This design comes from an exercise in tuning for small area on the open sky130 flow, not from production work. No functional check of the RTL was part of this run. Power is estimated from default activity; no workload was simulated.

## flow/config.mk

```make
export PLATFORM = sky130hd
export DESIGN_NAME = custom_instr_accum_unit
export DESIGN_NICKNAME = custom_instr_accum_unit
export VERILOG_FILES = /design/flow/design.v
export SDC_FILE = /design/flow/constraint.sdc
export NUM_CORES = 4
export LEC_CHECK = 0
export CAP_MARGIN = 20
export CORE_MARGIN = 2
export CORE_UTILIZATION = 40
export SLEW_MARGIN = 20
```

## flow/constraint.sdc

```tcl
create_clock -name core_clock -period 10.0 [get_ports {clk}]
set_input_delay 2.0000 -clock core_clock [delete_from_list [all_inputs] [get_ports {clk}]]
set_output_delay 2.0000 -clock core_clock [all_outputs]
set_load 0.01 [all_outputs]
```

## flow/design.v

```verilog
package custom_instr_accum_pkg;
  localparam logic [4:0] CUSTOM_0 = 5'b00010;
  typedef enum logic [2:0] {
    MINOR_LOAD     = 3'd0,
    MINOR_ADD      = 3'd1,
    MINOR_READ     = 3'd2,
    MINOR_SUB      = 3'd3,
    MINOR_MAC      = 3'd4,
    MINOR_CLEAR    = 3'd5,
    MINOR_READCLR  = 3'd6,
    MINOR_RESERVED = 3'd7
  } minor_op_e;
  localparam int unsigned IDX_W = 16;
  typedef logic [IDX_W-1:0] hid_t;
  typedef logic [IDX_W-1:0] sel_t;
  typedef struct packed {
    logic               sat;
    logic signed [127:0] val;
  } sat_res_t;
  function automatic sat_res_t sat_add(input logic signed [127:0] a,
                                       input logic signed [127:0] b,
                                       input int unsigned         w);
    logic signed [127:0] sum;
    logic signed [127:0] max_v;
    logic signed [127:0] min_v;
    sat_res_t            r;
    sum   = a + b;
    max_v = $signed((128'd1 << (w - 1)) - 128'd1);
    min_v = -max_v - 128'sd1;
    r.sat = 1'b0;
    r.val = sum;
    if (sum > max_v) begin
      r.sat = 1'b1;
      r.val = max_v;
    end else if (sum < min_v) begin
      r.sat = 1'b1;
      r.val = min_v;
    end
    sat_add = r;
  endfunction
endpackage
module custom_instr_accum_pipe #(
  parameter int unsigned LATENCY = 1,
  parameter int unsigned WIDTH   = 32
) (
  input  logic             clk_i,
  input  logic             rst_ni,
  input  logic             vld_i,
  input  logic [WIDTH-1:0] dat_i,
  output logic             vld_o,
  output logic [WIDTH-1:0] dat_o
);
  logic [LATENCY-1:0]            vld_q;
  logic [LATENCY-1:0][WIDTH-1:0] dat_q;
  always_ff @(posedge clk_i or negedge rst_ni) begin
    if (!rst_ni) begin
      vld_q <= '0;
      dat_q <= '0;
    end else begin
      vld_q[0] <= vld_i;
      dat_q[0] <= dat_i;
      for (int i = 1; i < int'(LATENCY); i++) begin
        vld_q[i] <= vld_q[i-1];
        dat_q[i] <= dat_q[i-1];
      end
    end
  end
  assign vld_o = vld_q[LATENCY-1];
  assign dat_o = dat_q[LATENCY-1];
endmodule
module custom_instr_accum_unit #(
  parameter int unsigned       HART_COUNT     = 2,
  parameter int unsigned       ACC_COUNT      = 4,
  parameter int unsigned       DATA_W         = 32,
  parameter int unsigned       RESULT_LATENCY = 1,
  parameter logic [DATA_W-1:0] DEFAULT_RESULT = 32'hdeadbeef,
  localparam int unsigned      HID_W = (HART_COUNT > 1) ? $clog2(HART_COUNT) : 1,
  localparam int unsigned      SEL_W = (ACC_COUNT > 1) ? $clog2(ACC_COUNT) : 1
) (
  input  logic              clk,
  input  logic              rst,
  input  logic              valid_in,
  input  logic [HID_W-1:0]  hid_in,
  input  logic [4:0]        major_opcode_in,
  input  logic [2:0]        minor_opcode_in,
  input  logic [DATA_W-1:0] op1_in,
  input  logic [DATA_W-1:0] op2_in,
  input  logic [31:0]       imm_in,
  input  logic [6:0]        funct7_in,
  output logic [DATA_W-1:0] result_out,
  output logic [15:0]       illegal_count_out
);
  localparam int unsigned N = HART_COUNT * ACC_COUNT;
  logic [DATA_W-1:0] acc_q [N];
  logic [N-1:0]      acc_vld_q;
  logic [15:0]       illegal_cnt_q;
  logic              rd_vld_q;
  logic [DATA_W-1:0] rd_dat_q;
  logic              accept, illegal, legal;
  logic              op_load, op_add, op_read, op_sub, op_mac, op_clear, op_readclr;
  logic [HID_W+SEL_W-1:0] idx;
  logic [DATA_W-1:0] cur, rd_val, base, mul_x, mul_y, acc_new;
  logic              cur_vld, wr_en;
  assign accept  = valid_in && (major_opcode_in == custom_instr_accum_pkg::CUSTOM_0);
  assign illegal = (minor_opcode_in == 3'd7) || (funct7_in != 7'd0);
  assign legal   = accept && !illegal;
  assign op_load    = (minor_opcode_in == 3'd0);
  assign op_add     = (minor_opcode_in == 3'd1);
  assign op_read    = (minor_opcode_in == 3'd2);
  assign op_sub     = (minor_opcode_in == 3'd3);
  assign op_mac     = (minor_opcode_in == 3'd4);
  assign op_clear   = (minor_opcode_in == 3'd5);
  assign op_readclr = (minor_opcode_in == 3'd6);
  assign idx     = {hid_in, imm_in[SEL_W-1:0]};
  assign cur     = acc_q[idx];
  assign cur_vld = acc_vld_q[idx];
  assign rd_val  = cur_vld ? cur : '0;
  assign base    = (cur_vld && !op_load) ? cur : '0;
  assign mul_x   = (op_add || op_sub) ? op2_in : op1_in;
  assign mul_y   = op_mac ? op2_in : (op_sub ? '1 : DATA_W'(1));
  assign acc_new = base + mul_x * mul_y;
  assign wr_en   = legal && (op_load || op_add || op_sub || op_mac);
  always_ff @(posedge clk) begin
    for (int i = 0; i < int'(N); i++)
      if (wr_en && (idx == i)) acc_q[i] <= acc_new;
  end
  always_ff @(posedge clk or negedge rst) begin
    if (!rst) begin
      acc_vld_q <= '0;
    end else begin
      for (int i = 0; i < int'(N); i++) begin
        if (legal && op_clear && (hid_in == i / ACC_COUNT))
          acc_vld_q[i] <= 1'b0;
        else if (legal && op_readclr && (idx == i))
          acc_vld_q[i] <= 1'b0;
        else if (wr_en && (idx == i))
          acc_vld_q[i] <= 1'b1;
      end
    end
  end
  always_ff @(posedge clk or negedge rst) begin
    if (!rst)
      illegal_cnt_q <= '0;
    else if (accept && illegal && (illegal_cnt_q != 16'hffff))
      illegal_cnt_q <= illegal_cnt_q + 16'd1;
  end
  always_ff @(posedge clk or negedge rst) begin
    if (!rst) rd_vld_q <= 1'b0;
    else      rd_vld_q <= legal && (op_read || op_readclr);
  end
  always_ff @(posedge clk) begin
    rd_dat_q <= rd_val;
  end
  assign result_out        = rd_vld_q ? rd_dat_q : DEFAULT_RESULT;
  assign illegal_count_out = illegal_cnt_q;
endmodule
```

## flow/run.sh

```bash
#!/bin/bash
# synth_recipe.tcl (not shown) runs the flow's synth.tcl, then flattens the netlist and writes it again
# the make line also repeats each setting of config.mk as NAME=value (left out here)
make -C /OpenROAD-flow-scripts/flow DESIGN_CONFIG=/design/flow/config.mk WORK_HOME=/design/flow/orfs CLKGATE_MAP_FILE= SYNTH_SCRIPT=/design/flow/synth_recipe.tcl finish
```

==> flow_metrics.tcl <==
set metrics [dict create \
    synth_edf_count 256 \
    ys_seq_elements 313 \
    cts_tree "yes" \
    drc_errors 0 \
    finalMaxSlewViolations 0 \
    fin_setup_tns_ns 0 \
    grt_pass1_vias 23400 \
    hold_path.class "reg -> reg" \
    post-dp-hpwl_mm 82.7 \
    die_width_um 274 \
    yosys_warnings 2 \
    slew_headroom_pct 33.7 \
    finalCritPeriodShare_pct 97.3 \
    clkLatencyLatePin_ns 0.58 \
    htreeDepth 1 \
    firstDrtPassIters 5 \
    grt_pass1_wl_mm 149 \
    critPathTopFamily "adder cells" \
    numPortBuffers 132 \
    synth_area_per_cell_um2 10.5 \
    final_antenna_net_count 0 \
    synth_area_mm2 0.0291 \
    rows 98 \
    grt.total_usage_pct 26.9 \
    grt_max_degree 34 \
    synth_seq_area_share_pct 30.8 \
    gp_congestion 1.05 \
    clkSinkCount 313 \
    numCtsBuffers 29 \
    pwr_density_cell_mw_per_mm2 430 \
    postSynthCellCount 2761 \
    whs_ns 0.495 \
    routedWlPerCell_um 23.3 \
    worst_path_largest_cell_delay_ns 0.55 \
    startpoint_type "input port" \
    ff_latch_area_mm2 0.00895 \
    synth_cell_types 69 \
    die_h_um 274 \
    path_common_cell "fa_1" \
    worstPathRequired_ns 10.29 \
    max-cap-violations 0 \
    multi_input_area_mm2 0.0183 \
    status "timing/DRC/antenna clean" \
    worstPathArrival_ns 10.02 \
    fill_cells 6448 \
    criticalPathCategory "in -> reg" \
    overflow 0 \
    ir_worst_vdd_uv 957 \
    critPathBufInv 10 \
    dr_total_vias 22300 \
    num_antenna_cells 0 \
    cts.path.max_buffers 3 \
    finalHoldViolCount 0 \
    fin_skew_ns 0.0186 \
    tightest_slew_ns 0.989 \
    synth_nets 3439 \
    async_flop_share_pct 7.99 \
    cp-end-kind "flip-flop" \
    drive_above_1_share_pct 22.1 \
    final_nets 3998 \
    area_growth_pct 27.6 \
    slowest_stage "fa_1" \
    num_io_pins 163 \
    vias_per_cell 5.19 \
    antenna_found_initial 0 \
    die_area_mm2 0.0748 \
    drt_iter0_markers 1798 \
    initial_utilization_pct 40.5 \
    cp_max_fo 8 \
    fp.coreArea_mm2 0.0717 \
    p_leak_nw 16.7 \
    synthFlopType "edfxtp_1" \
    drt-total-wl_mm 99.9 \
    rsz0062_at_grt "no" \
    fmax_ghz 0.103 \
    power_w 0.0159 \
    clkTransAtPathRegs_ns 0.07 \
    min_period_ns 9.73 \
    setup_viol 0 \
    clk_root_buffer_cell "clkbuf_16" \
]
[path summary, 6_finish.rpt]
kind,from,endpoint,slack [ns],cells past startpoint
setup / recovery,imm_in[1],acc_q[3][31],0.27,30
hold / removal,illegal_cnt_q[11],illegal_cnt_q[11],0.49,1
setup reg to reg,acc_vld_q[3],acc_q[3][31],1.57,28
hold reg to reg,illegal_cnt_q[11],illegal_cnt_q[11],0.49,1
max in group asynchronous,rst,illegal_cnt_q[10],8.15,1
min in group asynchronous,rst,rd_vld_q,1.44,1
[flip-flops by register name, indices dropped and copies added, names as in the netlist]
signal	cells
illegal_cnt_q	16
rd_vld_q	1
acc_q	256
acc_vld_q	8
rd_dat_q	32
[metal layers]
layer  global-route usage [%]  routed length (um)  vias up
met5                        0                   0        -
met4                     7.56                3500        0
met3                     3.00                6650      152
met2                     43.7               47100      793
met1                     38.1               42600    11400
li1                         -                   -     9904
[through the flow]
stage	util (%)	std cells	cell area [um^2]	setup slack (ns)
after floorplan	-	2761	29100	0.00675
after global placement	49.0	4208	35100	-1.32
after detailed placement	49.0	4208	35100	-1.36
after CTS	50.7	4265	36400	0.00559
after global routing	51.7	4293	37100	0.0163
final	51.7	4293	37100	0.269
[kinds of logic after synthesis]
| logic type | share of synthesized area [%] |
|---|---|
| adder cells (fa/ha/maj) | 35.6 |
| multiplexers | 4.68 |
| AO/OA/AOI/OAI | 6.13 |
| AND/OR/NAND/NOR | 11.6 |
| buffers and inverters | 8.12 |
| flip-flops | 30.8 |
| XOR/XNOR | 3.14 |
[report_power, final]
part / leakage, nW / total, W / switching [W] / internal, W
Clock: 0.511 / 0.00117 / 0.000500 / 0.000672
Sequential: 2.90 / 0.00358 / 0.00000402 / 0.00358
Combinational: 13.3 / 0.0112 / 0.00640 / 0.00477
Total: 16.7 / 0.0159 / 0.00690 / 0.00902
[synthesized netlist by cell type, drive strengths merged, types with 7 or more instances]
cell | number | share of area [%]
inv | 485 | 6.3
fa | 438 | 30
nor2 | 374 | 4.8
nand2 | 283 | 3.7
edfxtp | 256 | 26
ha | 125 | 5.4
clkbuf | 88 | 1.1
xnor2 | 84 | 2.5
a21oi | 83 | 1.5
mux2 | 50 | 2.0
mux2i | 46 | 1.7
a21o | 45 | 1.2
nor3 | 44 | 0.77
o21ai | 41 | 0.71
a221oi | 39 | 1.2
nand2b | 35 | 0.75
dfxtp | 32 | 2.2
buf | 30 | 0.70
dfrtp | 25 | 2.2
xor2 | 15 | 0.45
a211oi | 13 | 0.34
and2 | 13 | 0.28
mux4 | 12 | 0.93
nand3 | 12 | 0.21
o21bai | 12 | 0.31
a31oi | 9 | 0.19
and3 | 9 | 0.19
nand4 | 7 | 0.15
[cell type report]
class                           count  share of cell area [%]
Multi-Input combinational cell   1844                    49.3
Clock buffer                       43                    2.49
Sequential cell                   313                    24.2
Timing Repair Buffer              646                    15.6
Clock inverter                     11                   0.287
Tap cell                          950                    3.21
Inverter                          486                    4.93
[placed cells by master, fill, tap and decap left out, types with 9 or more instances in the layout]
| master | n |
|---|---|
| buf_12 | 37 |
| mux2i_2 | 11 |
| mux4_2 | 12 |
| nor2_2 | 11 |
| inv_1 | 482 |
| clkdlybuf4s50_1 | 125 |
| a21oi_1 | 73 |
| nand3_1 | 12 |
| ha_1 | 121 |
| mux2i_1 | 27 |
| fa_1 | 435 |
| buf_4 | 455 |
| a211oi_1 | 13 |
| nor2_1 | 353 |
| nor2_4 | 10 |
| a21o_1 | 41 |
| xnor2_1 | 78 |
| mux2_4 | 11 |
| clkbuf_16 | 35 |
| buf_6 | 17 |
| nor3_1 | 35 |
| and2_1 | 12 |
| o21ai_0 | 40 |
| nand2b_1 | 35 |
| dfxtp_1 | 32 |
| a221oi_1 | 35 |
| mux2_2 | 39 |
| dfrtp_1 | 25 |
| a21oi_2 | 9 |
| edfxtp_1 | 256 |
| nand2_1 | 283 |
| and3_1 | 9 |
| o21bai_1 | 12 |
| xor2_1 | 15 |
[timing repair]
item | 4_1_cts | 5_1_grt
resized for setup | 28 | 95
gates cloned | 1 | 2
endpoints found under the setup margin | 112 | 104
hold buffers | 0 | 0
pin swaps | 3 | 31
setup buffers | 2 | 25

separate check: timing with driven ports:
How much do the figures lean on ideal ports? The routed layout below was timed once more, with nothing changed but the port constraints.
Step 1 (the two cells are an assumption about what drives the block):
set clk [get_ports {clk}]
set_driving_cell -lib_cell sky130_fd_sc_hd__clkbuf_16 $clk
set_driving_cell -lib_cell sky130_fd_sc_hd__buf_2 [delete_from_list [all_inputs] $clk]
Step 2 moves the port delays by t, midway between the first and last clock arrival at a register: inputs arrive t later, outputs are due t later. That takes back most of the time a late clock gives input paths.
a / b / c = ideal ports / drivers / drivers and shift; a / b = the first two.
shift t [ns]: 0.614
setup WS [ns]: 0.269 / 0.292 / -0.322
hold WS [ns]: 0.495 / 0.495 / 0.495
worst setup path at the end: input to register
pins driven straight from the clock port: 1
Met with ideal ports but missed after step 2: setup timing in this run. For this run, drivers alone change the setup slack by +0.023 ns; drivers and shift together by -0.591 ns.
